Context: an optimization exercise on an open-source flow, tuned for small area, a short achievable clock period and few clock cycles per item. The choices shown serve that exercise and are no tape-out recipe. RTL that was checked went through simulation tests only; none was proved equivalent to the original. No functional check of the RTL was part of run 7.

==> flow/design.v <==
package ascon_pkg;
    typedef logic [64-1:0] lane_t;
    typedef logic [2*64-1:0] block_t;
    typedef logic [5-1:0] slice_t;
    typedef logic [5*64-1:0] state_t;
    typedef enum logic [1:0]
    {
        INIT,
        ASSOC,
        TEXT,
        FINAL
    } phase_t;
endpackage
`timescale 1ns/1ps
module ascon_xnor2
(
    input  logic a,
    input  logic b,
    output logic y
);
    assign y = ~(a ^ b);
endmodule
module ascon_nand2
(
    input  logic a,
    input  logic b,
    output logic y
);
    assign y = ~(a & b);
endmodule
module ascon_nor2
(
    input  logic a,
    input  logic b,
    output logic y
);
    assign y = ~(a | b);
endmodule
module ascon_inv
(
    input  logic a,
    output logic y
);
    assign y = ~a;
endmodule
module ascon_sbox_column
(
    input  ascon_pkg::slice_t col_in,
    output ascon_pkg::slice_t col_out
);
    logic x0n, x1n, x2n, x3, x4;
    logic m0, m2, m2n, m4n;        
    logic u0n, u1n, u2, u3n, u4;   
    logic c0, c1, c2n, c3, c4;     
    assign {x4, x3, x2n, x1n, x0n} = col_in;
    ascon_xnor2 u_m0  (.a (x0n), .b (x4),  .y (m0));
    ascon_xor2  u_m2  (.a (x1n), .b (x2n), .y (m2));
    ascon_inv   u_m2n (.a (m2),  .y (m2n));
    ascon_xnor2 u_m4  (.a (x3),  .b (x4),  .y (m4n));
    ascon_nand2 u_u0  (.a (x1n), .b (m2),  .y (u0n));
    ascon_nand2 u_u1  (.a (m2n), .b (x3),  .y (u1n));
    ascon_nor2  u_u2  (.a (x3),  .b (m4n), .y (u2));
    ascon_nand2 u_u3  (.a (m4n), .b (m0),  .y (u3n));
    ascon_nor2  u_u4  (.a (m0),  .b (x1n), .y (u4));
    ascon_xnor2 u_c0  (.a (m0),  .b (u0n), .y (c0));
    ascon_xor2  u_c1  (.a (x1n), .b (u1n), .y (c1));
    ascon_xnor2 u_c2  (.a (m2),  .b (u2),  .y (c2n));
    ascon_xnor2 u_c3  (.a (x3),  .b (u3n), .y (c3));
    ascon_xnor2 u_c4  (.a (m4n), .b (u4),  .y (c4));
    ascon_xor2  u_y0  (.a (c0),  .b (c4),  .y (col_out[0]));
    ascon_xor2  u_y1  (.a (c1),  .b (c0),  .y (col_out[1]));
    assign col_out[2] = c2n;
    ascon_xnor2 u_y3  (.a (c3),  .b (c2n), .y (col_out[3]));
    assign col_out[4] = c4;
endmodule
module ascon_a22o
(
    input  logic a1,
    input  logic a2,
    input  logic b1,
    input  logic b2,
    output logic y
);
    assign y = (a1 & a2) | (b1 & b2);
endmodule
module ascon_and2
(
    input  logic a,
    input  logic b,
    output logic y
);
    assign y = a & b;
endmodule
module ascon_or2
(
    input  logic a,
    input  logic b,
    output logic y
);
    assign y = a | b;
endmodule
module ascon_a21o
(
    input  logic a1,
    input  logic a2,
    input  logic b,
    output logic y
);
    assign y = (a1 & a2) | b;
endmodule
module ascon_o22ai
(
    input  logic a1,
    input  logic a2,
    input  logic b1,
    input  logic b2,
    output logic y
);
    assign y = ~((a1 | a2) & (b1 | b2));
endmodule
module ascon_a21oi
(
    input  logic a1,
    input  logic a2,
    input  logic b,
    output logic y
);
    assign y = ~((a1 & a2) | b);
endmodule
`timescale 1ns/1ps
module ascon_xor2
(
    input  logic a,
    input  logic b,
    output logic y
);
    assign y = a ^ b;
endmodule
module ascon_linear_layer
(
    input  ascon_pkg::lane_t s0,
    input  ascon_pkg::lane_t s1,
    input  ascon_pkg::lane_t s2,
    input  ascon_pkg::lane_t s3,
    input  ascon_pkg::lane_t s4,
    input  ascon_pkg::lane_t k0,
    input  ascon_pkg::lane_t k1,
    input  ascon_pkg::lane_t k2,
    input  ascon_pkg::lane_t k3,
    input  ascon_pkg::lane_t k4,
    output ascon_pkg::lane_t x0,
    output ascon_pkg::lane_t x1,
    output ascon_pkg::lane_t x2,
    output ascon_pkg::lane_t x3,
    output ascon_pkg::lane_t x4
);
    localparam int W = 64;
    logic [4:0][W-1:0] s;
    logic [4:0][W-1:0] k;
    logic [4:0][W-1:0] g;
    logic [4:0][W-1:0] h;
    logic [4:0][W-1:0] x;
    function automatic int ra(input int l);
        case (l)
            0: ra = 19;
            1: ra = 61;
            2: ra = 1;
            3: ra = 10;
            default: ra = 7;
        endcase
    endfunction
    function automatic int rb(input int l);
        case (l)
            0: rb = 28;
            1: rb = 39;
            2: rb = 6;
            3: rb = 17;
            default: rb = 41;
        endcase
    endfunction
    assign s[0] = s0;
    assign s[1] = s1;
    assign s[2] = s2;
    assign s[3] = s3;
    assign s[4] = s4;
    assign k[0] = k0;
    assign k[1] = k1;
    assign k[2] = k2;
    assign k[3] = k3;
    assign k[4] = k4;
    for (genvar l = 0; l < 5; l++)
    begin : g_lane
        for (genvar i = 0; i < W; i++)
        begin : g_bit
            ascon_xor2 u_a
            (
                .a (s[l][(i + ra(l)) % W]),
                .b (s[l][(i + rb(l)) % W]),
                .y (h[l][i])
            );
            if (l == 2 || l == 4)
            begin : g_kn
                ascon_xnor2 u_k
                (
                    .a (s[l][i]),
                    .b (k[l][i]),
                    .y (g[l][i])
                );
            end
            else
            begin : g_kp
                ascon_xor2 u_k
                (
                    .a (s[l][i]),
                    .b (k[l][i]),
                    .y (g[l][i])
                );
            end
            ascon_xor2 u_b
            (
                .a (g[l][i]),
                .b (h[l][i]),
                .y (x[l][i])
            );
        end
    end
    assign x0 = x[0];
    assign x1 = x[1];
    assign x2 = x[2];
    assign x3 = x[3];
    assign x4 = x[4];
endmodule
`timescale 1ns/1ps
module ascon_sequencer
(
    input  ascon_pkg::state_t s_in,
    input  ascon_pkg::state_t mask,
    output ascon_pkg::state_t s_out
);
    ascon_pkg::lane_t a0, a1, a2, a3, a4;
    ascon_pkg::lane_t b0, b1, b2, b3, b4;
    ascon_pkg::lane_t l0, l1, l2, l3, l4;
    ascon_pkg::lane_t k0, k1, k2, k3, k4;
    assign {k0, k1, k2, k3, k4} = mask;
    assign {a0, a1, a2, a3, a4} = s_in;
    for (genvar b = 0; b < 64; b++)
    begin : g_col
        wire ascon_pkg::slice_t col_in;
        wire ascon_pkg::slice_t col_out;
        assign col_in = {a4[b], a3[b], a2[b], a1[b], a0[b]};
        ascon_sbox_column u_sbox
        (
            .col_in  (col_in),
            .col_out (col_out)
        );
        assign b0[b] = col_out[0];
        assign b1[b] = col_out[1];
        assign b2[b] = col_out[2];
        assign b3[b] = col_out[3];
        assign b4[b] = col_out[4];
    end
    ascon_linear_layer u_linear
    (
        .s0 (b0),
        .s1 (b1),
        .s2 (b2),
        .s3 (b3),
        .s4 (b4),
        .k0 (k0),
        .k1 (k1),
        .k2 (k2),
        .k3 (k3),
        .k4 (k4),
        .x0 (l0),
        .x1 (l1),
        .x2 (l2),
        .x3 (l3),
        .x4 (l4)
    );
    assign s_out = {l0, l1, l2, l3, l4};
endmodule
`timescale 1ns/1ps
module ascon_encrypt_1block
(
    input  logic              clk,
    input  logic              reset,
    input  logic              start,
    input  ascon_pkg::block_t key,
    input  ascon_pkg::block_t nonce,
    input  ascon_pkg::block_t ad,
    input  ascon_pkg::block_t pt,
    output ascon_pkg::block_t c,
    output ascon_pkg::block_t t,
    output logic              busy,
    output logic              done
);
    localparam int W       = 64;
    localparam int LAST    = 12 - 1;
    localparam int PB_LOAD = 12 - 8;
    ascon_pkg::phase_t phase, phase_nx;
    logic [3:0]        cyc, cyc_nx;
    ascon_pkg::lane_t  x0n, x1n, x2n;    
    ascon_pkg::lane_t  x3, x4;
    ascon_pkg::block_t key_q;
    ascon_pkg::block_t ad_q;
    ascon_pkg::block_t pc_q;       
    ascon_pkg::lane_t  n0, n1, n2, n3, n4;
    logic              ld;
    logic              busy_nx;
    logic              done_nx;
    logic              last;
    assign last = (cyc == 4'(LAST));
    always_comb
    begin
        busy_nx  = busy;
        done_nx  = 1'b0;
        phase_nx = phase;
        cyc_nx   = cyc + 1'b1;
        if (reset || !busy)
        begin
            busy_nx  = !reset && start;
            phase_nx = ascon_pkg::INIT;
            cyc_nx   = '0;
        end
        else if (last)
        begin
            case (phase)
                ascon_pkg::INIT:
                begin
                    phase_nx = ascon_pkg::ASSOC;
                    cyc_nx   = 4'(PB_LOAD);
                end
                ascon_pkg::ASSOC:
                begin
                    phase_nx = ascon_pkg::TEXT;
                    cyc_nx   = 4'(PB_LOAD);
                end
                ascon_pkg::TEXT:
                begin
                    phase_nx = ascon_pkg::FINAL;
                    cyc_nx   = '0;
                end
                default:
                begin
                    busy_nx  = 1'b0;
                    done_nx  = 1'b1;
                    phase_nx = ascon_pkg::INIT;
                    cyc_nx   = '0;
                end
            endcase
        end
    end
    always_ff @(posedge clk)
    begin
        busy  <= busy_nx;
        ld    <= ~busy_nx;
        done  <= done_nx;
        phase <= phase_nx;
        cyc   <= cyc_nx;
    end
    logic inj_init, inj_assoc, inj_text, inj_key34;
    logic pc_hold;
    logic [7:0] rc_nx;
    assign inj_init    = last && (phase == ascon_pkg::INIT);
    assign inj_assoc   = last && (phase == ascon_pkg::ASSOC);
    assign inj_text    = last && (phase == ascon_pkg::TEXT);
    assign inj_key34   = last && ((phase == ascon_pkg::INIT) || (phase == ascon_pkg::FINAL));
    assign pc_hold     = busy && !inj_assoc;
    assign rc_nx = {~cyc_nx, cyc_nx};
    ascon_pkg::lane_t k0, k1, a0, a1, p0, p1;
    ascon_pkg::lane_t m0, m1, m2n, m3, m4n;       
    ascon_pkg::lane_t d0, d1, d2, d3, d4;
    ascon_pkg::lane_t key_lo;
    ascon_pkg::block_t dk, da, dp;
    localparam ascon_pkg::lane_t IV  = 64'h80800c0800000000;
    localparam ascon_pkg::lane_t RC0 = 64'hf0;
    assign {k0, k1} = key_q;
    assign {a0, a1} = ad_q;
    assign {p0, p1} = pc_q;
    assign key_lo   = key[W-1:0] ^ RC0;
    for (genvar i = 0; i < W; i++)
    begin : g_bit
        ascon_a22o u_m0 (.a1 (inj_init), .a2 (a0[i]), .b1 (inj_assoc), .b2 (p0[i]), .y (m0[i]));
        ascon_a22o u_m1 (.a1 (inj_init), .a2 (a1[i]), .b1 (inj_assoc), .b2 (p1[i]), .y (m1[i]));
        if (i < 8)
        begin : g_rc
            logic kt;
            ascon_and2 u_kt (.a (inj_text), .b (k0[i]), .y (kt));
            ascon_xnor2 u_m2 (.a (kt), .b (rc_nx[i]), .y (m2n[i]));
        end
        else
        begin : g_norc
            ascon_nand2 u_m2 (.a (inj_text), .b (k0[i]), .y (m2n[i]));
        end
        ascon_a22o u_m3 (.a1 (inj_key34), .a2 (k0[i]), .b1 (inj_text), .b2 (k1[i]), .y (m3[i]));
        if (i == 0)
        begin : g_dom
            ascon_a21oi u_m4 (.a1 (inj_key34), .a2 (k1[i]), .b (inj_assoc), .y (m4n[i]));
        end
        else
        begin : g_nodom
            ascon_nand2 u_m4 (.a (inj_key34), .b (k1[i]), .y (m4n[i]));
        end
        if (IV[i])
        begin : g_iv1
            ascon_nor2  u_d0 (.a (ld), .b (n0[i]), .y (d0[i]));
        end
        else
        begin : g_iv0
            ascon_nand2 u_d0 (.a (busy), .b (n0[i]), .y (d0[i]));
        end
        ascon_o22ai u_d1 (.a1 (busy), .a2 (key[W + i]), .b1 (ld), .b2 (n1[i]), .y (d1[i]));
        ascon_o22ai u_d2 (.a1 (busy), .a2 (key_lo[i]),  .b1 (ld), .b2 (n2[i]), .y (d2[i]));
        ascon_a22o u_d3 (.a1 (ld), .a2 (nonce[W + i]), .b1 (busy), .b2 (n3[i]), .y (d3[i]));
        ascon_a22o u_d4 (.a1 (ld), .a2 (nonce[i]),     .b1 (busy), .b2 (n4[i]), .y (d4[i]));
    end
    ascon_sequencer u_round
    (
        .s_in  ({x0n, x1n, x2n, x3, x4}),
        .mask  ({m0, m1, m2n, m3, m4n}),
        .s_out ({n0, n1, n2, n3, n4})
    );
    for (genvar i = 0; i < 2 * W; i++)
    begin : g_hold
        logic hp;
        ascon_a22o u_dk (.a1 (ld), .a2 (key[i]), .b1 (busy),    .b2 (key_q[i]), .y (dk[i]));
        ascon_a22o u_da (.a1 (ld), .a2 (ad[i]),  .b1 (busy),    .b2 (ad_q[i]),  .y (da[i]));
        ascon_a22o u_hp (.a1 (ld), .a2 (pt[i]),  .b1 (pc_hold), .b2 (pc_q[i]),  .y (hp));
        if (i >= W)
        begin : g_hi
            ascon_a21o u_dp (.a1 (inj_assoc), .a2 (n0[i - W]), .b (hp), .y (dp[i]));
        end
        else
        begin : g_lo
            ascon_a21o u_dp (.a1 (inj_assoc), .a2 (n1[i]),     .b (hp), .y (dp[i]));
        end
    end
    always_ff @(posedge clk)
    begin
        x0n   <= d0;
        x1n   <= d1;
        x2n   <= d2;
        x3    <= d3;
        x4    <= d4;
        key_q <= dk;
        ad_q  <= da;
        pc_q  <= dp;
    end
    assign c = pc_q;
    assign t = {x3, x4};
endmodule
==> flow/flow/run.sh <==
#!/bin/bash
# Standard layout, with plain buf_1 cells as the port buffers instead of
# the delay buffer that buffer_ports picks by default.
set -euo pipefail
export BUFFER_PORTS_ARGS="-buffer_cell sky130_fd_sc_hd__buf_1"
bash standard.sh > standard.log 2>&1
==> flow/standard.sh <==
#!/bin/bash
# synth_recipe.tcl (not shown) runs the flow's synth.tcl, then flattens the netlist and writes it again
# the make line also repeats each setting of config.mk as NAME=value (left out here)
make -C /OpenROAD-flow-scripts/flow DESIGN_CONFIG=/design/flow/config.mk WORK_HOME=/design/flow/orfs CLKGATE_MAP_FILE= SYNTH_SCRIPT=/design/flow/synth_recipe.tcl "${@:-finish}"
==> flow/config.mk <==
export PLATFORM = sky130hd
export DESIGN_NAME = ascon_encrypt_1block
export DESIGN_NICKNAME = ascon_encrypt_1block
export VERILOG_FILES = /design/flow/design.v
export SDC_FILE = /design/flow/constraint.sdc
export NUM_CORES = 4
export LEC_CHECK = 0
export CAP_MARGIN = 20
export CORE_MARGIN = 2
export CORE_UTILIZATION = 55
export CTS_CLUSTER_DIAMETER = 80
export CTS_CLUSTER_SIZE = 20
export SETUP_SLACK_MARGIN = 4.8
export SLEW_MARGIN = 30
export SYNTH_HIERARCHICAL = 1
export SYNTH_MINIMUM_KEEP_SIZE = 0
==> flow/constraint.sdc <==
create_clock -name core_clock -period 8.0 [get_ports {clk}]
set_input_delay 1.6000 -clock core_clock [delete_from_list [all_inputs] [get_ports {clk}]]
set_output_delay 1.6000 -clock core_clock [all_outputs]
set_load 0.01 [all_outputs]
==> results of run 1 <==
sequential cells by signal, indices dropped and copies added, names as in the netlist:
register / count
done: 1
x3: 64
ld: 1
ad_q: 128
x2n: 64
busy: 1
cyc: 4
x1n: 64
phase: 2
key_q: 128
x4: 64
pc_q: 128
x0n: 64
Yosys cell counts, types with 2 or more instances:
master and number:
xor2_1 1088, dfxtp_1 713, a22o_1 704, xnor2_1 584
nand2_1 375, nor2_1 137, a21o_1 128, buf_4 128
o22ai_1 128, inv_1 74, and2_1 11, ha_1 6
or3_1 4, a21oi_1 2, nor2b_1 2
worst reg2reg max path: stages, from the launching register on:
cell     delay (ns)
dfxtp_1        0.50
xnor2_1        0.24
nor2_1         0.09
xnor2_1        0.49
xor2_1         0.90
xor2_1         0.51
xor2_1         0.34
a21o_1         0.15
metrics by stage:
| stage | worst slack (ns) | utilization | hold WS, ns | std cells | instance area, um2 |
|---|---|---|---|---|---|
| 2_1_floorplan | 0.0347 | - | 0.440 | 4097 | 40300 |
| 3_3_place_gp | 4.66 | 0.605 | 0.453 | 5758 | 44000 |
| 3_5_place_dp | 4.70 | 0.607 | 0.453 | 5758 | 44100 |
| 4_1_cts | 4.74 | 0.626 | 0.479 | 5826 | 45500 |
| 5_1_grt | 4.79 | 0.627 | 0.490 | 5839 | 45600 |
| 6_report | 4.72 | 0.627 | 0.477 | 5845 | 45600 |
path summary, 6_finish.rpt:
path / slack [ns] / end / depth (start not counted) / from
setup / recovery: 4.72 / pc_q[71] / 7 / x0n[35]
hold / removal: 0.48 / ad_q[55] / 1 / ad_q[55]
setup reg to reg: 4.72 / pc_q[71] / 7 / x0n[35]
hold reg to reg: 0.48 / ad_q[55] / 1 / ad_q[55]
per-module statistics from Yosys (local to each module, per instance), excerpt:
module / area, um2 / cells
ascon_encrypt_1block: 14600 / 761
ascon_sbox_column: 15.0 / 2
ascon_a21oi: 8.76 / 1
ascon_a22o: 8.76 / 1
ascon_xnor2: 8.76 / 1
ascon_xor2: 8.76 / 1
ascon_a21o: 7.51 / 1
ascon_and2: 6.26 / 1
ascon_o22ai: 6.26 / 1
ascon_inv: 3.75 / 1
ascon_nand2: 3.75 / 1
ascon_nor2: 3.75 / 1
what timing repair did:
action,in CTS,in global routing
gates cloned,2,0
gates resized for setup,7,12
setup endpoints to repair,25,51
pin swaps,1,0
routing by layer:
metal	track usage	vias up	part of all wire
met2	0.666	1777	0.44
met1	0.566	17113	0.40
met3	0.0793	369	0.094
li1	-	15586	-
met5	0	-	0.00049
met4	0.252	12	0.066
logic make-up (layout without fill, tap and decap cells):
kind of cell,after synthesis,after routing,synth area share
and+or+nand+nor,534,536,0.0512
buffers and inverters,203,971,0.0308
adders and majority gates,6,6,0.00186
other,0,19,0
AOI/OAI and AO/OA,969,969,0.198
DFF,713,713,0.354
xor gates and xnor gates,1672,1672,0.363
area by class of cell:
type | instances | area, um2 | area share
timing repair buffer | 830 | 3450 | 0.0757
inverter | 75 | 282 | 0.00617
sequential | 713 | 14300 | 0.313
clock inverter | 14 | 145 | 0.00318
tap | 959 | 1200 | 0.0263
clock buffer | 52 | 1190 | 0.0261
antenna | 19 | 47.5 | 0.00104
multi-input combinational | 3183 | 25000 | 0.548
==> impl_metrics.tcl, run 1 <==
set metrics [dict create \
    status "finished clean" \
    ios 773 \
    die_w_um 275 \
    final_cell_mix "xor2_1 (1080), buf_1 (772), dfxtp_1 (711), a22o_1 (704), xnor2_1 (568)" \
    gr-usage-all-layers 0.432 \
    wirelength_mm 171 \
    path_buf_inv 0 \
    ant_nets 0 \
    synth-seq-cells 713 \
    rows 99 \
    clock_skew_ns 0.0305 \
    synth-edff-count 0 \
    cpMaxStageDelayCell "xor2_1" \
    worst_pin_slew_ns 1.17 \
    clk_path_buf_depth 3 \
    die_y_um 275 \
    grt_start_max_net_pins 199 \
    maxSlewHeadroom 0.215 \
    cts.sinks 713 \
    htreeDepth 2 \
    yosys.area.top_type "dfxtp_1" \
    hold_violations 0 \
    syn_avg_cell_area_um2 9.83 \
    io_buffers 772 \
    grt_setup_unrepaired "yes" \
    filler_cell_count 6727 \
    die_area_um2 75400 \
    synth_cells 4097 \
    hp-class "register to register" \
    fin_tns_setup_ns 0 \
    root_buffer "clkbuf_16" \
    worstPathRequired_ns 8.57 \
    endpoint_kind "register" \
    final_common_cell "xor2_1" \
    final.period_utilization 0.409 \
    critPathTopFamily "XOR/XNOR gates" \
    syn-num-nets 4618 \
    first_pass_iters 6 \
    critical_path_class "register to register" \
    grt_pass1_vias 31664 \
    postCtsSetupRepairBufs 0 \
    hpwlAfterDp_mm 134 \
    grt-ovfl-total 0 \
    num_vias 34857 \
    cts_tree "yes" \
    path_cells "xnor2_1 > nor2_1 > xnor2_1 > xor2_1 > xor2_1 > xor2_1 > a21o_1" \
    nets 5368 \
    finalSetupViolations 0 \
    place.gp.congestion 1.04 \
    cts.reportedPaths.clkPinSlew_ns 0.08 \
    yosys-top-cells-area "dfxtp_1 (35%), xor2_1 (24%), a22o_1 (15%)" \
    synth_warnings 7 \
    numCtsBuffers 44 \
    maxCapViolations 0 \
    ys_seq_area_frac 0.354 \
    vias_per_cell 5.96 \
    grt_pass1_wl_mm 231 \
    crit_path_frequent_cell "xor2_1" \
    syn_area_um2 40300 \
    clock_latency_ns 0.64 \
    yosysTopAreaCellShare 0.354 \
    area_growth_syn_to_layout_pct 13.2 \
    fmax_mhz 305 \
    drt_iter0_markers 3615 \
    core_um2 72700 \
    crit_arrival_ns 3.85 \
    synth_ff_type "dfxtp_1" \
    drv_slew 0 \
    grt_antenna_before_repair 23 \
    synthArstFlopShare 0 \
    critPathMaxStageDelay_ns 0.90 \
    cts_hold_buf 0 \
    routedWlPerCell_um 29.2 \
    initial_core_util 0.554 \
    critPathLaunchType "register" \
    drc 0 \
    worstPathMaxFanout 4 \
    synthDistinctLibCells 28 \
    drive_gt1_frac 0.0327 \
    fin_crit_ns 3.28 \
]
Testbench counts, summed over its fixed seeds: cycles 10,504, items 256.
==> run 2, diff against run 1 <==
--- a/flow/config.mk
+++ b/flow/config.mk
@@ -12,3 +12,4 @@
 export CTS_CLUSTER_SIZE = 20
-export SETUP_SLACK_MARGIN = 4.8
+export PLACE_DENSITY = 0.75
+export SETUP_SLACK_MARGIN = 5.0
 export SLEW_MARGIN = 30
==> run 2 against run 1 <==
  * Utilization increased by 0.86 points
  * Sequential share of layout area decreased by 0.40 points
  * First-iteration DRC count increased by 13%
  * Setup slack improved by 0.16 ns
  * Critical path depth unchanged
  * Largest cell class unchanged
==> impl_metrics.tcl, run 2 <==
set metrics [dict create \
    grt_pass1_wl_mm 233 \
    core_um2 72700 \
    drv_slew 0 \
    crit_arrival_ns 3.56 \
    maxCapViolations 0 \
    synth-seq-cells 713 \
    worstPathMaxFanout 4 \
    critPathTopFamily "XOR/XNOR gates" \
    drt_iter0_markers 4096 \
    path_depth 7 \
    grt_setup_unrepaired "yes" \
    vias_per_cell 6.13 \
    clock_latency_ns 0.65 \
    status "finished clean" \
    ant_nets 0 \
    area_growth_syn_to_layout_pct 14.7 \
    fin_crit_ns 3.11 \
    synthArstFlopShare 0 \
    io_buffers 772 \
    synth_common_cells "xor2_1 (1088), dfxtp_1 (713), a22o_1 (704)" \
    cts.sinks 713 \
    place.gp.congestion 1.03 \
    gr-usage-all-layers 0.432 \
    rows 99 \
    critPathLaunchType "register" \
    min_to "ad_q[63]" \
    cts_hold_buf 0 \
    critical_path_class "register to register" \
    grt_antenna_before_repair 15 \
    finalSetupViolations 0 \
    regToRegStartpoint "x4[51]" \
    die_w_um 275 \
    r2r_cells 7 \
    routedWlPerCell_um 29.6 \
    num_vias 35834 \
    hpwlAfterDp_mm 134 \
    pre_cts_ws_ns 4.52 \
    cts_tree "yes" \
    r2r-end "x0n[51]" \
    drive_gt1_frac 0.0503 \
    cts.reportedPaths.clkPinSlew_ns 0.09 \
    syn_area_um2 40300 \
    critPathMaxStageDelay_ns 0.84 \
    final_area_um2 46200 \
    die_area_um2 75400 \
    path_cells "xnor2_1 > nor2_1 > xnor2_1 > xor2_2 > xor2_1 > xor2_1 > nand2_1" \
    yosysMostFrequentCell "xor2_1" \
    root_buffer "clkbuf_16" \
    die_y_um 275 \
    yosys.area.top_type "dfxtp_1" \
    fin_tns_setup_ns 0 \
    drc 0 \
    nets 5375 \
    numCtsBuffers 45 \
    syn-num-nets 4618 \
    endpoint_kind "register" \
    yosys-top-cells-area "dfxtp_1 (35%), xor2_1 (24%), a22o_1 (15%)" \
    syn_avg_cell_area_um2 9.83 \
    min_path_cells 1 \
    grt_pass1_vias 32967 \
    grt-ovfl-total 0 \
    hold_slack_ns 0.475 \
    synthDistinctLibCells 28 \
    synth_warnings 7 \
    worst_pin_slew_ns 1.22 \
    synth-edff-count 0 \
    final_cell_mix "xor2_1 (1053), buf_1 (759), a22o_1 (704), dfxtp_1 (704), xnor2_1 (532)" \
    htreeDepth 2 \
    wirelength_mm 173 \
    final.period_utilization 0.389 \
    grt_start_max_net_pins 219 \
    hold_violations 0 \
    fmax_mhz 321 \
    fin_ws_ns 4.89 \
    ios 773 \
    reg_top3 "ad_q x128, key_q x128, pc_q x128" \
    first_pass_iters 5 \
    initial_core_util 0.554 \
    clk_path_buf_depth 3 \
    clock_skew_ns 0.0567 \
    hold_start "ad_q[63]" \
    path_buf_inv 0 \
    hp-class "register to register" \
    maxSlewHeadroom 0.186 \
    cpMaxStageDelayCell "xnor2_1" \
    filler_cell_count 6311 \
    yosysTopAreaCellShare 0.354 \
    worstPathRequired_ns 8.45 \
    final_common_cell "xor2_1" \
    placed_area_um2 44200 \
    ys_seq_area_frac 0.354 \
    synth_cells 4097 \
    rrSetupSlack_ns 4.89 \
    synth_ff_type "dfxtp_1" \
]
[run 2: per-stage QoR]
stage	std cells	util
2_1_floorplan	4097	-
3_3_place_gp	5752	0.604
3_5_place_dp	5752	0.607
4_1_cts	5821	0.630
5_1_grt	5837	0.635
6_report	5844	0.636
[run 2: routing by layer]
| metal | part of all wire | global-route usage |
|---|---|---|
| met1 | 0.38 | 0.549 |
| met2 | 0.43 | 0.665 |
| met4 | 0.081 | 0.302 |
| met3 | 0.11 | 0.0812 |
| met5 | 0.000081 | 0 |
[run 2: cell type report]
cell class / instances / area (um2) / area share
sequential: 713 / 14300 / 0.309
antenna: 17 / 42.5 / 0.000920
clock inverter: 14 / 199 / 0.00430
clock buffer: 47 / 1140 / 0.0247
multi-input combinational: 3185 / 25500 / 0.552
timing repair buffer: 834 / 3570 / 0.0773
tap: 959 / 1200 / 0.0260
inverter: 75 / 282 / 0.00609
[run 2: cells by family after synthesis]
group | count (synthesis) | synth area share
adder cells (fa/ha/maj) | 6 | 0.00186
flip-flops | 713 | 0.354
XOR/XNOR | 1672 | 0.363
AO/OA/AOI/OAI | 969 | 0.198
AND/OR/NAND/NOR | 534 | 0.0512
buffers and inverters | 203 | 0.0308
[run 2: how the worst max path moves through the flow]
stage            from      end  slack (ns)
6_report       x4[51]  x0n[51]        4.89
5_1_grt        cyc[0]  x1n[60]        4.93
4_1_cts          busy     busy        4.90
3_5_place_dp   cyc[0]   x1n[1]        4.52
3_3_place_gp   cyc[0]   x1n[1]        4.55
2_1_floorplan    busy  pc_q[0]        0.03
[run 2: timing repair]
item / 4_1_cts / 5_1_grt
pin swaps: 2 / 1
setup buffers: 5 / 2
resized for setup: 48 / 44
cloned: 3 / 3
endpoints found under the setup margin: 243 / 143
[run 2: modules after synthesis, one instance, submodules excluded, a selection]
module | flops+latches | copies in the design | cells | cell area, um2
ascon_sbox_column | 0 | 64 | 2 | 15.0
ascon_inv | 0 | 64 | 1 | 3.75
ascon_encrypt_1block | 713 | 1 | 761 | 14600
ascon_and2 | 0 | 8 | 1 | 6.26
ascon_nor2 | 0 | 133 | 1 | 3.75
ascon_nand2 | 0 | 370 | 1 | 3.75
ascon_a22o | 0 | 704 | 1 | 8.76
==> run 3, diff against run 2 <==
--- a/flow/config.mk
+++ b/flow/config.mk
@@ -12,3 +12,2 @@
 export CTS_CLUSTER_SIZE = 20
-export PLACE_DENSITY = 0.75
 export SETUP_SLACK_MARGIN = 5.0
==> run 3 against run 2 <==
  * Critical path depth did not move
  * Worst hold slack improved by 0.0017 ns
  * Critical endpoint is now x0n[36]
  * Critical path type unchanged
==> impl_metrics.tcl, run 3 <==
set metrics [dict create \
    maxSlewHeadroom 0.194 \
    filler_cell_count 6665 \
    synth-seq-cells 713 \
    yosys-top-cells-area "dfxtp_1 (35%), xor2_1 (24%), a22o_1 (15%)" \
    routedWlPerCell_um 29.3 \
    cts_tree "yes" \
    grt_pass1_wl_mm 232 \
    r2r_cells 7 \
    core_um2 72700 \
    worstPathMaxFanout 4 \
    yosysTopAreaCellShare 0.354 \
    drv_slew 0 \
    numCtsBuffers 44 \
    root_buffer "clkbuf_16" \
    critPathLaunchType "register" \
    syn_avg_cell_area_um2 9.83 \
    place.gp.congestion 1.04 \
    critical_path_class "register to register" \
    ys_seq_area_frac 0.354 \
    grt_antenna_before_repair 21 \
    critPathLaunch "x4[55]" \
    fmax_mhz 328 \
    final_common_cell "xor2_1" \
    status "finished clean" \
    cts.sinks 713 \
    grt_start_max_net_pins 199 \
    r2r-end "x0n[36]" \
    yosys.area.top_type "dfxtp_1" \
    pre_cts_ws_ns 4.70 \
    synthDistinctLibCells 28 \
    synth_cells 4097 \
    fin_ws_ns 4.95 \
    initial_core_util 0.554 \
    syn_area_um2 40300 \
    cp-endpoint "x0n[36]" \
    crit_arrival_ns 3.46 \
    nets 5383 \
    yosysMostFrequentCell "xor2_1" \
    synthArstFlopShare 0 \
    rows 99 \
    fin_tns_setup_ns 0 \
    worstPathRequired_ns 8.42 \
    finalSetupViolations 0 \
    die_w_um 275 \
    cts.reportedPaths.clkPinSlew_ns 0.08 \
    drive_gt1_frac 0.0467 \
    synth_compound_area_frac 0.198 \
    worst_pin_slew_ns 1.21 \
    die_y_um 275 \
    wirelength_mm 172 \
    maxCapViolations 0 \
    rrSetupSlack_ns 4.95 \
    cts_hold_buf 0 \
    final_cell_mix "xor2_1 (1060), buf_1 (761), dfxtp_1 (707), a22o_1 (704), xnor2_1 (549)" \
    syn-num-nets 4618 \
    io_buffers 772 \
    die_area_um2 75400 \
    clock_skew_ns 0.0296 \
    num_vias 35033 \
    synth_common_cells "xor2_1 (1088), dfxtp_1 (713), a22o_1 (704)" \
    synthXorXnorAreaFrac 0.363 \
    grt_setup_unrepaired "no" \
    final_core_util 0.634 \
    endpoint_kind "register" \
    synthAdderAreaFrac 0.00186 \
    vias_per_cell 5.98 \
    grt-ovfl-total 0 \
    drt_iter0_markers 3758 \
    fin_crit_ns 3.05 \
    final.period_utilization 0.381 \
    ios 773 \
    synthSimpleGateAreaFrac 0.0512 \
    reg_top3 "ad_q x128, key_q x128, pc_q x128" \
    hold_violations 0 \
    grt_pass1_vias 31738 \
    clk_path_buf_depth 3 \
    synth_ff_type "dfxtp_1" \
    hpwlAfterDp_mm 134 \
    htreeDepth 2 \
    synth_warnings 7 \
    ant_nets 0 \
    synth-edff-count 0 \
    hp-class "register to register" \
    hold_slack_ns 0.477 \
    gr-usage-all-layers 0.432 \
    area_growth_syn_to_layout_pct 14.4 \
    clock_latency_ns 0.64 \
    synth_top_family_by_area "XOR/XNOR gates" \
    regToRegStartpoint "x4[55]" \
    drc 0 \
    first_pass_iters 6 \
    synthMuxAreaShare 0 \
]
-- run 3: changes by cell type in the layout (fill, tap and decap cells not counted), moves of 3 or more --
cell	previous run	this run
xor2_1	1053	1060
buf_4	44	54
clkinv_2	2	5
xor2_4	0	3
xnor2_1	532	549
dfxtp_1	704	707
clkbuf_2	7	3
clkbuf_8	1	4
clkinvlp_4	0	3
xor2_2	35	25
dfxtp_2	7	4
xnor2_2	52	35
-- run 3: how the worst min path moves through the flow --
stage | startpoint | end | slack [ns] | depth (start not counted)
floorplan | ad_q[0] | ad_q[0] | 0.44 | 1
global placement | ad_q[18] | ad_q[18] | 0.45 | 1
CTS | ad_q[121] | ad_q[121] | 0.48 | 1
global route | ad_q[83] | ad_q[83] | 0.49 | 1
finish | ad_q[76] | ad_q[76] | 0.48 | 1
detailed placement | ad_q[81] | ad_q[81] | 0.45 | 1
-- run 3: per-module statistics from Yosys (local to each module, per instance), a selection --
module / times used / flip-flops and latches
ascon_a21o: 128 / 0
ascon_xor2: 1088 / 0
ascon_a22o: 704 / 0
ascon_o22ai: 128 / 0
ascon_inv: 64 / 0
ascon_and2: 8 / 0
ascon_a21oi: 1 / 0
ascon_xnor2: 584 / 0
ascon_sbox_column: 64 / 0
ascon_encrypt_1block: 1 / 713
-- run 3: final cells by class --
class                           count  area, um2  share of cell area
Inverter                           75        282             0.00611
Sequential cell                   713      14300               0.310
Clock inverter                     14        145             0.00315
Tap cell                          959       1200              0.0260
Antenna cell                       16       40.0            0.000868
Clock buffer                       52       1190              0.0259
Multi-Input combinational cell   3185      25300               0.550
Timing Repair Buffer              843       3620              0.0785
-- run 3: worst max-delay path, cell delays in order, from the launching register on --
cell     delay [ns]
dfxtp_1        0.37
xnor2_1        0.37
nor2_1         0.13
xnor2_2        0.58
xor2_4         0.41
xor2_1         0.39
xor2_1         0.32
nand2_1        0.23
-- run 3: metrics by stage --
step           cell area [um2]  cells
6_report                 46100   5857
5_1_grt                  46100   5854
4_1_cts                  45600   5828
3_5_place_dp             44100   5758
3_3_place_gp             44000   5758
2_1_floorplan            40300   4097
-- run 3: timing repair --
| item | 4_1_cts | 5_1_grt |
|---|---|---|
| setup endpoints to repair | 157 | 139 |
| pin swaps | 2 | 4 |
| cloned | 3 | 2 |
| resized for setup | 38 | 44 |
| buffers inserted | 1 | 11 |
-- run 3: routing by layer --
layer  wire [um]  vias to the layer above  part of all wire  track usage
li1            -                    15587                 -            -
met1       67100                    17138              0.39        0.567
met2       75400                     1920              0.44        0.662
met3       17100                      376              0.10       0.0777
met4       11900                       12             0.070        0.265
met5          90                        -           0.00052            0
-- run 3: cells by family (layout without fill, tap and decap cells) --
logic type / count (synthesis) / count (layout)
other: 0 / 16
AOI/OAI and AO/OA: 969 / 969
buffers and inverters: 203 / 984
xor gates and xnor gates: 1672 / 1672
adders and majority gates: 6 / 6
and+or+nand+nor: 534 / 538
DFF: 713 / 713
==> run 4, diff against run 3 <==
==> flow/flow/run.sh (replaced) <==
#!/bin/bash
# Standard layout, with plain buf_1 cells as the port buffers instead of
# the delay buffer that buffer_ports picks by default, and timing repair
# aimed at a 2.8 ns period (the clock constraint stays at the design's).
set -euo pipefail
export BUFFER_PORTS_ARGS="-buffer_cell sky130_fd_sc_hd__buf_1"
export SETUP_SLACK_MARGIN=5.2
bash standard.sh > standard.log 2>&1
--- a/flow/config.mk
+++ b/flow/config.mk
@@ -12,3 +12,2 @@
 export CTS_CLUSTER_SIZE = 20
-export SETUP_SLACK_MARGIN = 5.0
 export SLEW_MARGIN = 30
==> run 4 against run 3 <==
  * Still clean on timing, DRC and antenna
  * Synthesized cell count stayed put
  * Cell count increased by 0.44%
  * Sequential share of layout area decreased by 0.50 points
  * Critical endpoint unchanged
  * Largest cell class unchanged
  * Highest routed layer unchanged
==> impl_metrics.tcl, run 4 <==
set metrics [dict create \
    status "finished clean" \
    ant_nets 0 \
    clock_latency_ns 0.64 \
    clock_skew_ns 0.0322 \
    final_cell_mix "xor2_1 (1010), a22o_1 (704), buf_1 (591), dfxtp_1 (572), xnor2_1 (498)" \
    endpoint_kind "register" \
    synth_cells 4097 \
    critPathLaunchType "register" \
    hp-class "register to register" \
    grt_pass1_wl_mm 234 \
    synth_common_cells "xor2_1 (1088), dfxtp_1 (713), a22o_1 (704)" \
    final_area_um2 47900 \
    cts_tree "yes" \
    fin_crit_ns 3.01 \
    hpwlAfterDp_mm 134 \
    path_buf_inv 0 \
    yosysMostFrequentCell "xor2_1" \
    place.gp.congestion 1.04 \
    vias_per_cell 6.04 \
    grt_pass1_vias 31992 \
    drive_gt1_frac 0.134 \
    ys_seq_area_frac 0.354 \
    synth_ff_type "dfxtp_1" \
    cts.sinks 713 \
    area_growth_syn_to_layout_pct 18.9 \
    routedWlPerCell_um 29.8 \
    wirelength_mm 175 \
    syn_avg_cell_area_um2 9.83 \
    r2r-end "x0n[36]" \
    grt_start_max_net_pins 199 \
    worstPathRequired_ns 8.41 \
    critPathMaxStageDelay_ns 0.56 \
    min_path_cells 1 \
    rrSetupSlack_ns 4.99 \
    crit_arrival_ns 3.42 \
    fin_tns_setup_ns 0 \
    min_to "ad_q[121]" \
    htreeDepth 2 \
    cts_hold_buf 0 \
    io_buffers 772 \
    numCtsBuffers 44 \
    initial_core_util 0.554 \
    yosys-top-cells-area "dfxtp_1 (35%), xor2_1 (24%), a22o_1 (15%)" \
    ios 773 \
    filler_cell_count 6419 \
    path_cells "xnor2_1 > nor2_1 > xnor2_2 > xor2_4 > xor2_1 > xor2_1 > nand2_1" \
    reg_top3 "ad_q x128, key_q x128, pc_q x128" \
    grt_antenna_before_repair 21 \
    drc 0 \
    fmax_mhz 333 \
    rows 99 \
    regToRegStartpoint "x4[55]" \
    num_vias 35550 \
    grt_setup_unrepaired "yes" \
    cts.reportedPaths.clkPinSlew_ns 0.08 \
    finalSetupViolations 0 \
    core_um2 72700 \
    drt_iter0_markers 3824 \
    hold_violations 0 \
    r2r_cells 7 \
    synth-seq-cells 713 \
    die_w_um 275 \
    maxSlewHeadroom 0.188 \
    nets 5407 \
    gr-usage-all-layers 0.437 \
    critical_path_class "register to register" \
    drv_slew 0 \
    die_area_um2 75400 \
    syn_area_um2 40300 \
    final_common_cell "xor2_1" \
    root_buffer "clkbuf_16" \
    hold_slack_ns 0.478 \
    placed_area_um2 44100 \
    synth-edff-count 0 \
    synthDistinctLibCells 28 \
    die_y_um 275 \
    yosysTopAreaCellShare 0.354 \
    cpMaxStageDelayCell "xnor2_2" \
    grt-ovfl-total 0 \
    synth_warnings 7 \
    final_core_util 0.659 \
    clk_path_buf_depth 3 \
    first_pass_iters 6 \
    yosys.area.top_type "dfxtp_1" \
    maxCapViolations 0 \
    worstPathMaxFanout 4 \
    syn-num-nets 4618 \
    synthArstFlopShare 0 \
    crit_path_frequent_cell "xor2_1" \
    worst_pin_slew_ns 1.22 \
    critPathTopFamily "XOR/XNOR gates" \
    hold_start "ad_q[121]" \
    final.period_utilization 0.376 \
]
[run 4: cell counts after synthesis]
Identical to the previous run, type by type.
[run 4: cells by family after synthesis]
| kind of cell | synth area share |
|---|---|
| flip-flops | 0.354 |
| adder cells (fa/ha/maj) | 0.00186 |
| buffers and inverters | 0.0308 |
| XOR/XNOR | 0.363 |
| AO/OA/AOI/OAI | 0.198 |
| AND/OR/NAND/NOR | 0.0512 |
[run 4: Yosys stat by module (local to each module, per instance), excerpt]
module | flops+latches | times used | area [um2]
ascon_a21oi | 0 | 1 | 8.76
ascon_xnor2 | 0 | 584 | 8.76
ascon_a22o | 0 | 704 | 8.76
ascon_and2 | 0 | 8 | 6.26
ascon_a21o | 0 | 128 | 7.51
ascon_inv | 0 | 64 | 3.75
ascon_encrypt_1block | 713 | 1 | 14600
ascon_o22ai | 0 | 128 | 6.26
ascon_nand2 | 0 | 370 | 3.75
ascon_xor2 | 0 | 1088 | 8.76
ascon_nor2 | 0 | 133 | 3.75
ascon_sbox_column | 0 | 64 | 15.0
[run 4: area by class of cell]
type,count,area [um2],share of cell area
Clock inverter,14,145,0.00303
Clock buffer,52,1190,0.0249
Antenna cell,18,45.0,0.000940
Sequential cell,713,14600,0.305
Timing Repair Buffer,866,4250,0.0886
Tap cell,959,1200,0.0250
Multi-Input combinational cell,3186,26200,0.547
Inverter,75,282,0.00588
[run 4: worst max path at each step]
stage                 from       to  slack [ns]  cells past startpoint
CTS                 x4[36]  x0n[36]        5.06                      7
global placement    x0n[6]  x0n[51]        4.66                      7
floorplan             busy  pc_q[0]        0.03                      3
finish              x4[55]  x0n[36]        4.99                      7
detailed placement  cyc[0]  x1n[46]        4.70                      8
global route        x4[55]  x0n[36]        5.08                      7
[run 4: what timing repair did]
action                                  in CTS  in global routing
setup buffers                               15                 18
gates resized for setup                    449                155
pin swaps                                    6                 18
hold endpoints to repair                     0                  0
cloned                                       4                  4
endpoints found under the setup margin     452                268
[run 4: layer usage]
metal	GRT usage	part of all wire	vias to the layer above
met5	0	0.00052	-
met2	0.674	0.44	2000
met3	0.0923	0.10	416
li1	-	-	15624
met4	0.260	0.070	12
met1	0.563	0.39	17498
[run 4: worst register-to-register path, cell delays in order (launching register included)]
cell     delay, ns
dfxtp_2       0.36
xnor2_1       0.36
nor2_1        0.13
xnor2_2       0.56
xor2_4        0.41
xor2_1        0.40
xor2_1        0.34
nand2_1       0.24
[run 4: stage by stage]
stage / worst slack [ns] / instances
5_1_grt: 5.08 / 5876
2_1_floorplan: 0.0347 / 4097
3_3_place_gp: 4.66 / 5758
3_5_place_dp: 4.70 / 5758
4_1_cts: 5.06 / 5843
6_report: 4.99 / 5883
==> run 5, diff against run 4 <==
==> flow/flow/run.sh (replaced) <==
#!/bin/bash
# Standard layout, with plain buf_1 cells as the port buffers instead of
# the delay buffer that buffer_ports picks by default, and timing repair
# aimed at a 2.9 ns period (the clock constraint stays at the design's).
set -euo pipefail
export BUFFER_PORTS_ARGS="-buffer_cell sky130_fd_sc_hd__buf_1"
export SETUP_SLACK_MARGIN=5.1
bash standard.sh > standard.log 2>&1
==> run 5 against run 4 <==
  * Synthesized cell count is the same
  * Still clean
  * First-iteration DRC count is 3.7% higher
  * Final area shrank 2.7%
==> impl_metrics.tcl, run 5 <==
set metrics [dict create \
    crit_path_frequent_cell "xor2_1" \
    die_area_um2 75400 \
    synth_cells 4097 \
    final_common_cell "xor2_1" \
    fin_tns_setup_ns 0 \
    numCtsBuffers 44 \
    worstPathMaxFanout 4 \
    endpoint_kind "register" \
    syn-num-nets 4618 \
    routedWlPerCell_um 29.6 \
    synthArstFlopShare 0 \
    htreeDepth 2 \
    synth_warnings 7 \
    grt_pass1_vias 31772 \
    hpwlAfterDp_mm 134 \
    cts.reportedPaths.clkPinSlew_ns 0.09 \
    rows 99 \
    crit_arrival_ns 3.47 \
    first_pass_iters 5 \
    final_area_um2 46600 \
    fmax_mhz 335 \
    drive_gt1_frac 0.0739 \
    yosys.area.top_type "dfxtp_1" \
    root_buffer "clkbuf_16" \
    core_um2 72700 \
    finalSetupViolations 0 \
    regArea_um2 14400 \
    maxSlewHeadroom 0.238 \
    grt_start_max_net_pins 199 \
    clock_latency_ns 0.64 \
    drv_slew 0 \
    num_vias 35198 \
    wirelength_mm 173 \
    drc 0 \
    area_growth_syn_to_layout_pct 15.7 \
    cpMaxStageDelayCell "xor2_1" \
    die_y_um 275 \
    io_buffers 772 \
    grt_antenna_before_repair 22 \
    reg_top3 "ad_q x128, key_q x128, pc_q x128" \
    critical_path_class "register to register" \
    grt_pass1_wl_mm 233 \
    cts_tree "yes" \
    hp-class "register to register" \
    yosys-top-cells-area "dfxtp_1 (35%), xor2_1 (24%), a22o_1 (15%)" \
    synth_common_cells "xor2_1 (1088), dfxtp_1 (713), a22o_1 (704)" \
    final.period_utilization 0.373 \
    syn_area_um2 40300 \
    initial_core_util 0.554 \
    synth-seq-cells 713 \
    multi_input_area_um2 25700 \
    critPathLaunchType "register" \
    grt_setup_unrepaired "yes" \
    placed_area_um2 44100 \
    worstPathRequired_ns 8.49 \
    maxCapViolations 0 \
    ant_nets 0 \
    synthDistinctLibCells 28 \
    fin_ws_ns 5.02 \
    fin_crit_ns 2.98 \
    final_cell_mix "xor2_1 (1040), buf_1 (732), a22o_1 (704), dfxtp_1 (648), xnor2_1 (525)" \
    place.gp.congestion 1.04 \
    path_cells "xor2_1 > nand2_1 > xnor2_1 > xor2_1 > xor2_1 > xor2_1 > o22ai_1" \
    synth_ff_type "dfxtp_1" \
    ios 773 \
    synth-edff-count 0 \
    filler_cell_count 6588 \
    clock_skew_ns 0.0287 \
    die_w_um 275 \
    vias_per_cell 6.01 \
    critPathMaxStageDelay_ns 0.68 \
    drt_iter0_markers 3965 \
    yosysTopAreaCellShare 0.354 \
    nets 5384 \
    cts_hold_buf 0 \
    grt-ovfl-total 0 \
    ys_seq_area_frac 0.354 \
    clk_path_buf_depth 3 \
    worst_pin_slew_ns 1.13 \
    cts.sinks 713 \
    gr-usage-all-layers 0.435 \
    status "finished clean" \
    yosysMostFrequentCell "xor2_1" \
    pre_cts_ws_ns 4.70 \
    syn_avg_cell_area_um2 9.83 \
    hold_violations 0 \
]
-- run 5: cells by family after synthesis --
| family | synth area share |
|---|---|
| DFF | 0.354 |
| and+or+nand+nor | 0.0512 |
| AOI/OAI and AO/OA | 0.198 |
| buffers and inverters | 0.0308 |
| xor gates and xnor gates | 0.363 |
| adders and majority gates | 0.00186 |
-- run 5: worst max-delay path: cells and delay by family, from the launching register on --
kind                      cells  cell delay [ns]
DFF                           1             0.44
xor gates and xnor gates      5             2.10
and+or+nand+nor               1             0.10
AOI/OAI and AO/OA             1             0.18
-- run 5: metal layers --
metal / track usage / up-vias / part of all wire
met5: 0 / - / 0.00057
met4: 0.253 / 14 / 0.067
met3: 0.0827 / 380 / 0.099
met2: 0.674 / 1934 / 0.44
met1: 0.567 / 17290 / 0.39
li1: - / 15580 / -
-- run 5: final timing paths --
path	startpoint	to	slack, ns	depth (start not counted)
hold / removal	ad_q[76]	ad_q[76]	0.48	1
hold reg to reg	ad_q[76]	ad_q[76]	0.48	1
setup / recovery	x1n[5]	x1n[8]	5.02	7
setup reg to reg	x1n[5]	x1n[8]	5.02	7
-- run 5: through the flow --
stage | util | cells | hold WS [ns]
global route | 0.641 | 5854 | 0.490
finish | 0.641 | 5857 | 0.478
floorplan | - | 4097 | 0.440
global placement | 0.605 | 5758 | 0.453
detailed placement | 0.607 | 5758 | 0.453
CTS | 0.631 | 5834 | 0.479
-- run 5: cell type report --
class | instances | area share
multi-input cells | 3185 | 0.552
clock buffers | 52 | 0.0256
clock inverters | 14 | 0.00311
inverters | 75 | 0.00604
flip-flops and latches | 713 | 0.308
repair buffers | 844 | 0.0790
well taps | 959 | 0.0257
diodes | 15 | 0.000805
-- run 5: repair_timing --
| action | in CTS | in global routing |
|---|---|---|
| cloned | 4 | 1 |
| setup endpoints to repair | 317 | 202 |
| pin swaps | 4 | 8 |
| setup buffers | 6 | 7 |
| gates resized for setup | 128 | 98 |
-- run 5: per-module statistics from Yosys, one instance, submodules excluded, a selection --
| module | area [um2] | flip-flops and latches | copies in the design |
|---|---|---|---|
| ascon_encrypt_1block | 14600 | 713 | 1 |
| ascon_sbox_column | 15.0 | 0 | 64 |
| ascon_a21oi | 8.76 | 0 | 1 |
| ascon_a22o | 8.76 | 0 | 704 |
| ascon_xnor2 | 8.76 | 0 | 584 |
| ascon_xor2 | 8.76 | 0 | 1088 |
| ascon_a21o | 7.51 | 0 | 128 |
| ascon_and2 | 6.26 | 0 | 8 |
| ascon_o22ai | 6.26 | 0 | 128 |
| ascon_inv | 3.75 | 0 | 64 |
| ascon_nand2 | 3.75 | 0 | 370 |
| ascon_nor2 | 3.75 | 0 | 133 |
==> run 6, diff against run 5 <==
--- a/flow/config.mk
+++ b/flow/config.mk
@@ -12,2 +12,3 @@
 export CTS_CLUSTER_SIZE = 20
+export GPL_ROUTABILITY_DRIVEN = 0
 export SLEW_MARGIN = 30
==> run 6 against run 5 <==
  * Global-route usage grew 0.19 points
  * Final area grew 0.15%
  * Sequential share of layout area shrank 0.075 points
  * Non-clock buffer count grew 5
  * First-iteration DRC count grew 0.35%
  * Setup slack lost 0.055 ns
  * Utilization grew 0.095 points
  * Register-to-register slack lost 0.06 ns
==> impl_metrics.tcl, run 6 <==
set metrics [dict create \
    final_cell_mix "xor2_1 (1039), buf_1 (733), a22o_1 (704), dfxtp_1 (659), xnor2_1 (520)" \
    fmax_mhz 329 \
    min_path_cells 1 \
    reg_top3 "ad_q x128, key_q x128, pc_q x128" \
    cts.sinks 713 \
    yosysTopAreaCellShare 0.354 \
    yosysMostFrequentCell "xor2_1" \
    grt_start_max_net_pins 194 \
    min_to "ad_q[63]" \
    root_buffer "clkbuf_16" \
    io_buffers 772 \
    critPathLaunch "x0n[6]" \
    fin_tns_setup_ns 0 \
    hold_slack_ns 0.478 \
    synthArstFlopShare 0 \
    status "finished clean" \
    num_vias 35458 \
    ys_seq_area_frac 0.354 \
    fin_crit_ns 3.04 \
    worstPathRequired_ns 8.38 \
    die_w_um 275 \
    rrSetupSlack_ns 4.96 \
    worst_pin_slew_ns 1.14 \
    drv_slew 0 \
    rows 99 \
    final_common_cell "xor2_1" \
    grt_pass1_vias 32307 \
    initial_core_util 0.554 \
    vias_per_cell 6.05 \
    grt-ovfl-total 0 \
    gr-usage-all-layers 0.437 \
    grt_setup_unrepaired "yes" \
    regToRegStartpoint "x0n[6]" \
    hold_start "ad_q[63]" \
    synth_warnings 7 \
    cts.reportedPaths.clkPinSlew_ns 0.08 \
    r2r-end "x0n[51]" \
    finalSetupViolations 0 \
    wirelength_mm 174 \
    ios 773 \
    htreeDepth 2 \
    synth_common_cells "xor2_1 (1088), dfxtp_1 (713), a22o_1 (704)" \
    drt_iter0_markers 3979 \
    filler_cell_count 6501 \
    endpoint_kind "register" \
    core_um2 72700 \
    drive_gt1_frac 0.0732 \
    hold_violations 0 \
    hpwlAfterDp_mm 134 \
    drc 0 \
    clock_skew_ns 0.0206 \
    syn-num-nets 4618 \
    maxSlewHeadroom 0.240 \
    final_area_um2 46700 \
    yosys-top-cells-area "dfxtp_1 (35%), xor2_1 (24%), a22o_1 (15%)" \
    ant_nets 0 \
    critPathLaunchType "register" \
    grt_antenna_before_repair 19 \
    clk_path_buf_depth 3 \
    synthDistinctLibCells 28 \
    worstPathMaxFanout 4 \
    synth_ff_type "dfxtp_1" \
    first_pass_iters 5 \
    yosys.area.top_type "dfxtp_1" \
    final.period_utilization 0.380 \
    nets 5390 \
    syn_avg_cell_area_um2 9.83 \
    numCtsBuffers 44 \
    cts_tree "yes" \
    routedWlPerCell_um 29.7 \
    area_growth_syn_to_layout_pct 15.9 \
    die_area_um2 75400 \
    cts_hold_buf 0 \
    synth-seq-cells 713 \
    syn_area_um2 40300 \
    maxCapViolations 0 \
    synth-edff-count 0 \
    die_y_um 275 \
    crit_arrival_ns 3.42 \
    placed_area_um2 44100 \
    fin_ws_ns 4.96 \
    synth_cells 4097 \
    clock_latency_ns 0.62 \
    hp-class "register to register" \
    critical_path_class "register to register" \
    r2r_cells 7 \
    pre_cts_ws_ns 4.53 \
    grt_pass1_wl_mm 234 \
]
run 6: changes by cell type in the layout (fill, tap and decap cells not counted), moves of 3 or more:
cell and change:
clkbuf_1 +5, buf_2 -4, dfxtp_1 +11, clkinv_4 +5, xnor2_1 -5, dfxtp_2 -11
xnor2_2 +5, clkbuf_2 +3, diode_2 -4, buf_8 +4, clkinv_2 -4, inv_6 -3
run 6: kinds of logic (layout without fill, tap and decap cells):
family | after synthesis | count (layout) | synth area share
xor+xnor | 1672 | 1672 | 0.363
other cells | 0 | 11 | 0
flops | 713 | 713 | 0.354
simple gates | 534 | 539 | 0.0512
fa+ha+maj | 6 | 6 | 0.00186
buf+inv | 203 | 992 | 0.0308
compound gates | 969 | 969 | 0.198
run 6: Yosys stat by module (local to each module, per instance), a selection:
module / cells inside / copies in the design / cell area (um2) / flip-flops and latches
ascon_xnor2: 1 / 584 / 8.76 / 0
ascon_a21o: 1 / 128 / 7.51 / 0
ascon_inv: 1 / 64 / 3.75 / 0
ascon_sbox_column: 2 / 64 / 15.0 / 0
ascon_and2: 1 / 8 / 6.26 / 0
ascon_nand2: 1 / 370 / 3.75 / 0
ascon_xor2: 1 / 1088 / 8.76 / 0
ascon_a21oi: 1 / 1 / 8.76 / 0
ascon_a22o: 1 / 704 / 8.76 / 0
run 6: routing by layer:
layer  global-route usage  routed length [um]
met4                0.257               12100
met5                    0                 138
met2                0.675               76300
met1                0.565               66900
met3               0.0905               18600
run 6: final cells by class:
| cell class | count | area [um2] | area share |
|---|---|---|---|
| diodes | 11 | 27.5 | 0.000590 |
| clock buffers | 59 | 1240 | 0.0265 |
| clock inverters | 9 | 71.3 | 0.00153 |
| inverters | 75 | 282 | 0.00603 |
| multi-input cells | 3186 | 25800 | 0.552 |
| flip-flops and latches | 713 | 14300 | 0.307 |
| well taps | 959 | 1200 | 0.0257 |
| repair buffers | 849 | 3760 | 0.0805 |
run 6: repair_timing:
action                                  in CTS  in global routing
cloned                                       5                  2
endpoints found under the setup margin     423                163
pin swaps                                    4                  6
gates resized for setup                    114                 98
buffers inserted                             7                 15
run 6: how the worst max path moves through the flow:
stage	slack, ns	to	depth (start not counted)
2_1_floorplan	0.03	pc_q[0]	3
5_1_grt	5.00	x0n[51]	7
3_5_place_dp	4.53	x0n[51]	8
6_report	4.96	x0n[51]	7
4_1_cts	4.97	busy	2
3_3_place_gp	4.53	x0n[51]	7
run 6: worst max-delay path: stages (launching register included):
cell and delay [ns]:
dfxtp_1 0.52, xnor2_1 0.23, nor2_1 0.12, xnor2_2 0.63, xor2_2 0.55, xor2_1 0.23, xor2_1 0.26, nand2_1 0.26
run 6: per-stage QoR:
step / utilization / cells
final: 0.642 / 5861
after global routing: 0.642 / 5857
after CTS: 0.632 / 5833
after detailed placement: 0.606 / 5753
after global placement: 0.604 / 5753
after floorplan: - / 4097
==> run 7, diff against run 6 <==
--- a/flow/design.v
+++ b/flow/design.v
@@ -51,25 +51,23 @@
     logic x0n, x1n, x2n, x3, x4;
-    logic m0, m2, m2n, m4n;        
-    logic u0n, u1n, u2, u3n, u4;   
-    logic c0, c1, c2n, c3, c4;     
+    logic m0n, m2, m4, m4n;
+    logic p0, q1, q3;              
+    logic z0n, z1n, z3;            
+    logic u2;
     assign {x4, x3, x2n, x1n, x0n} = col_in;
-    ascon_xnor2 u_m0  (.a (x0n), .b (x4),  .y (m0));
+    ascon_xor2  u_m0  (.a (x0n), .b (x4),  .y (m0n));
     ascon_xor2  u_m2  (.a (x1n), .b (x2n), .y (m2));
-    ascon_inv   u_m2n (.a (m2),  .y (m2n));
-    ascon_xnor2 u_m4  (.a (x3),  .b (x4),  .y (m4n));
-    ascon_nand2 u_u0  (.a (x1n), .b (m2),  .y (u0n));
-    ascon_nand2 u_u1  (.a (m2n), .b (x3),  .y (u1n));
+    ascon_xor2  u_m4  (.a (x3),  .b (x4),  .y (m4));
+    ascon_xnor2 u_m4n (.a (x3),  .b (x4),  .y (m4n));
+    ascon_xnor2 u_p0  (.a (x0n), .b (x3),  .y (p0));
+    ascon_xor2  u_q1  (.a (x1n), .b (m0n), .y (q1));
+    ascon_xor2  u_q3  (.a (x3),  .b (m2),  .y (q3));
+    ascon_mux2i u_z0  (.s (x1n), .a (m0n), .b (m2),  .y (z0n));
+    ascon_mux2i u_z1  (.s (m2),  .a (x3),  .b (x1n), .y (z1n));
+    ascon_mux2i u_z3  (.s (m4),  .a (m0n), .b (x3),  .y (z3));
     ascon_nor2  u_u2  (.a (x3),  .b (m4n), .y (u2));
-    ascon_nand2 u_u3  (.a (m4n), .b (m0),  .y (u3n));
-    ascon_nor2  u_u4  (.a (m0),  .b (x1n), .y (u4));
-    ascon_xnor2 u_c0  (.a (m0),  .b (u0n), .y (c0));
-    ascon_xor2  u_c1  (.a (x1n), .b (u1n), .y (c1));
-    ascon_xnor2 u_c2  (.a (m2),  .b (u2),  .y (c2n));
-    ascon_xnor2 u_c3  (.a (x3),  .b (u3n), .y (c3));
-    ascon_xnor2 u_c4  (.a (m4n), .b (u4),  .y (c4));
-    ascon_xor2  u_y0  (.a (c0),  .b (c4),  .y (col_out[0]));
-    ascon_xor2  u_y1  (.a (c1),  .b (c0),  .y (col_out[1]));
-    assign col_out[2] = c2n;
-    ascon_xnor2 u_y3  (.a (c3),  .b (c2n), .y (col_out[3]));
-    assign col_out[4] = c4;
+    ascon_xnor2 u_y0  (.a (p0),  .b (z0n), .y (col_out[0]));
+    ascon_xnor2 u_y1  (.a (q1),  .b (z1n), .y (col_out[1]));
+    ascon_xnor2 u_y2  (.a (m2),  .b (u2),  .y (col_out[2]));
+    ascon_xor2  u_y3  (.a (q3),  .b (z3),  .y (col_out[3]));
+    ascon_mux2i u_y4  (.s (x1n), .a (p0),  .b (m4n), .y (col_out[4]));
 endmodule
@@ -129,2 +127,11 @@
 endmodule
+module ascon_mux2i
+(
+    input  logic s,
+    input  logic a,
+    input  logic b,
+    output logic y
+);
+    assign y = ~(s ? b : a);
+endmodule
 `timescale 1ns/1ps
--- a/flow/config.mk
+++ b/flow/config.mk
@@ -9,6 +9,5 @@
 export CORE_MARGIN = 2
-export CORE_UTILIZATION = 55
+export CORE_UTILIZATION = 45
 export CTS_CLUSTER_DIAMETER = 80
 export CTS_CLUSTER_SIZE = 20
-export GPL_ROUTABILITY_DRIVEN = 0
 export SLEW_MARGIN = 30
==> run 7 against run 6 <==
  * Largest cell class unchanged
  * Die area increased by 23%
  * Highest routed layer unchanged
  * Global-route usage is 5.6 points lower
  * Critical path type is now register to primary output
  * Via count grew 0.32%
  * Utilization down 10 points
  * Synthesized cell count decreased by 4.7%
  * Final area rose by 3.5%
  * Worst hold slack better by 0.0015 ns
  * Wire length is 7.5% higher
==> impl_metrics.tcl, run 7 <==
set metrics [dict create \
    drt_iter0_markers 3708 \
    synth_cells 3905 \
    drc 0 \
    final_area_um2 48300 \
    reg_top3 "ad_q x128, key_q x128, pc_q x128" \
    area_growth_syn_to_layout_pct 18.7 \
    regArea_um2 14500 \
    path_buf_inv 1 \
    clock_latency_ns 0.64 \
    cts_hold_buf 0 \
    cts_tree "yes" \
    die_area_um2 92800 \
    yosysMostFrequentCell "xor2_1" \
    yosys.area.top_type "dfxtp_1" \
    ys_seq_area_frac 0.351 \
    worst_pin_slew_ns 1.13 \
    synthArstFlopShare 0 \
    hp-class "register to register" \
    gr-usage-all-layers 0.381 \
    grt_pass1_vias 33635 \
    die_w_um 305 \
    final_core_util 0.538 \
    clock_skew_ns 0.0251 \
    worstPathRequired_ns 6.40 \
    min_path_cells 1 \
    core_um2 89900 \
    min_to "ad_q[51]" \
    drv_slew 0 \
    cts.reportedPaths.clkPinSlew_ns 0.09 \
    ios 773 \
    clk_path_buf_depth 3 \
    ant_nets 0 \
    drive_gt1_frac 0.0853 \
    finalSetupViolations 0 \
    num_vias 35573 \
    root_buffer "clkbuf_16" \
    synthAdderAreaFrac 0.00184 \
    synth_compound_area_frac 0.196 \
    cpMaxStageDelayCell "dfxtp_4" \
    critPathMaxStageDelay_ns 0.51 \
    syn_area_um2 40700 \
    maxSlewHeadroom 0.234 \
    syn-num-nets 4426 \
    htreeDepth 2 \
    r2r_cells 6 \
    synthDistinctLibCells 28 \
    yosys-top-cells-area "dfxtp_1 (35%), xor2_1 (26%), a22o_1 (15%)" \
    endpoint_kind "primary output" \
    fmax_mhz 342 \
    path_cells "buf_6" \
    critPathLaunchType "register" \
    synth_ff_type "dfxtp_1" \
    die_y_um 305 \
    critical_path_class "register to primary output" \
    fin_crit_ns 2.93 \
    first_pass_iters 7 \
    grt_antenna_before_repair 21 \
    rrSetupSlack_ns 5.07 \
    status "finished clean" \
    hpwlAfterDp_mm 145 \
    filler_cell_count 8547 \
    synth-edff-count 0 \
    io_buffers 772 \
]
## run 7: cells by family after synthesis
kind of cell,Yosys count
xor gates and xnor gates,1672
AOI/OAI and AO/OA,969
and+or+nand+nor,278
adders and majority gates,6
DFF,713
buffers and inverters,11
muxes,256
## run 7: per-layer routing
layer | vias to the layer above | share of wire | GRT usage | routed length, um
li1 | 15771 | - | - | -
met1 | 17765 | 0.41 | 0.493 | 75800
met2 | 1675 | 0.45 | 0.617 | 84900
met3 | 346 | 0.086 | 0.0702 | 16200
met4 | 16 | 0.054 | 0.174 | 10100
met5 | - | 0.00057 | 0 | 106
## run 7: area by class of cell
cell class	instances	area share
Antenna cell	11	0.000570
Clock buffer	56	0.0270
Clock inverter	20	0.00469
Inverter	11	0.000855
Multi-Input combinational cell	3187	0.557
Sequential cell	713	0.300
Tap cell	1176	0.0305
Timing Repair Buffer	855	0.0791
## run 7: what timing repair did
| item | 4_1_cts | 5_1_grt |
|---|---|---|
| buffers inserted | 6 | 1 |
| resized for setup | 217 | 49 |
| pin swaps | 3 | 0 |
| setup endpoints to repair | 465 | 245 |
| cloned | 6 | 2 |
## run 7: worst max-delay path by stage
stage | slack [ns] | depth (start not counted) | to | from
2_1_floorplan | 0.03 | 3 | pc_q[0] | busy
3_3_place_gp | 4.55 | 9 | x1n[14] | cyc[0]
3_5_place_dp | 4.46 | 9 | x1n[14] | cyc[0]
4_1_cts | 5.04 | 1 | busy | busy
5_1_grt | 5.08 | 1 | busy | busy
6_report | 5.07 | 1 | busy | busy
## run 7: Yosys stat by module, one instance, submodules excluded, excerpt
module                area (um2)  cells inside
ascon_encrypt_1block       14600           761
ascon_mux2i                 10.0             1
ascon_xnor2                 8.76             1
ascon_xor2                  8.76             1
ascon_a21o                  7.51             1
ascon_and2                  6.26             1
ascon_o22ai                 6.26             1
ascon_nand2                 3.75             1
ascon_nor2                  3.75             1
## run 7: stage by stage
stage	setup slack, ns	hold slack [ns]	std cells
final	5.07	0.480	6029
after CTS	5.04	0.480	6015
after floorplan	0.0347	0.440	3905
after global placement	4.55	0.455	5927
after detailed placement	4.46	0.457	5927
after global routing	5.08	0.495	6026

-- static timing again, ports no longer ideal --
How much do the figures lean on ideal ports? The routed layouts below were timed once more, with nothing changed but the port constraints. Step 1: set_driving_cell puts a clkbuf_16 on clk and a buf_2 on each other input, an assumption about the parent block. Step 2 times the ports against the registers' clock, not the clock port: input delays grow and output delays shrink by t, the midpoint of the rising clock arrivals with the driver on. Slacks: ideal / step 1 / step 2; pairs: ideal / step 1.
run	t (ns)	slack for setup (ns)	hold slack, ns	latest minus earliest clock arrival (ns)	worst register clock-pin slew, ns
run 1	0.697	4.725 / 4.725 / 4.725	0.477 / 0.477 / 0.477	0.032 / 0.033	0.10 / 0.10
run 2	0.689	4.888 / 4.888 / 4.710	0.475 / 0.475 / 0.475	0.059 / 0.058	0.10 / 0.10
run 3	0.698	4.953 / 4.920 / 4.761	0.477 / 0.477 / 0.477	0.031 / 0.031	0.10 / 0.10
run 4	0.698	4.994 / 4.994 / 4.787	0.478 / 0.478 / 0.478	0.035 / 0.035	0.10 / 0.10
run 5	0.697	5.019 / 5.019 / 4.783	0.478 / 0.478 / 0.478	0.031 / 0.030	0.10 / 0.10
run 6	0.681	4.964 / 4.964 / 4.786	0.478 / 0.478 / 0.478	0.023 / 0.023	0.09 / 0.09
run 7	0.704	5.073 / 5.000 / 4.707	0.480 / 0.480 / 0.480	0.025 / 0.025	0.10 / 0.10
After both steps setup and hold are still met in every run listed. For run 7, which loses most, drivers alone change the setup slack by -0.073 ns; drivers and shift together by -0.366 ns.
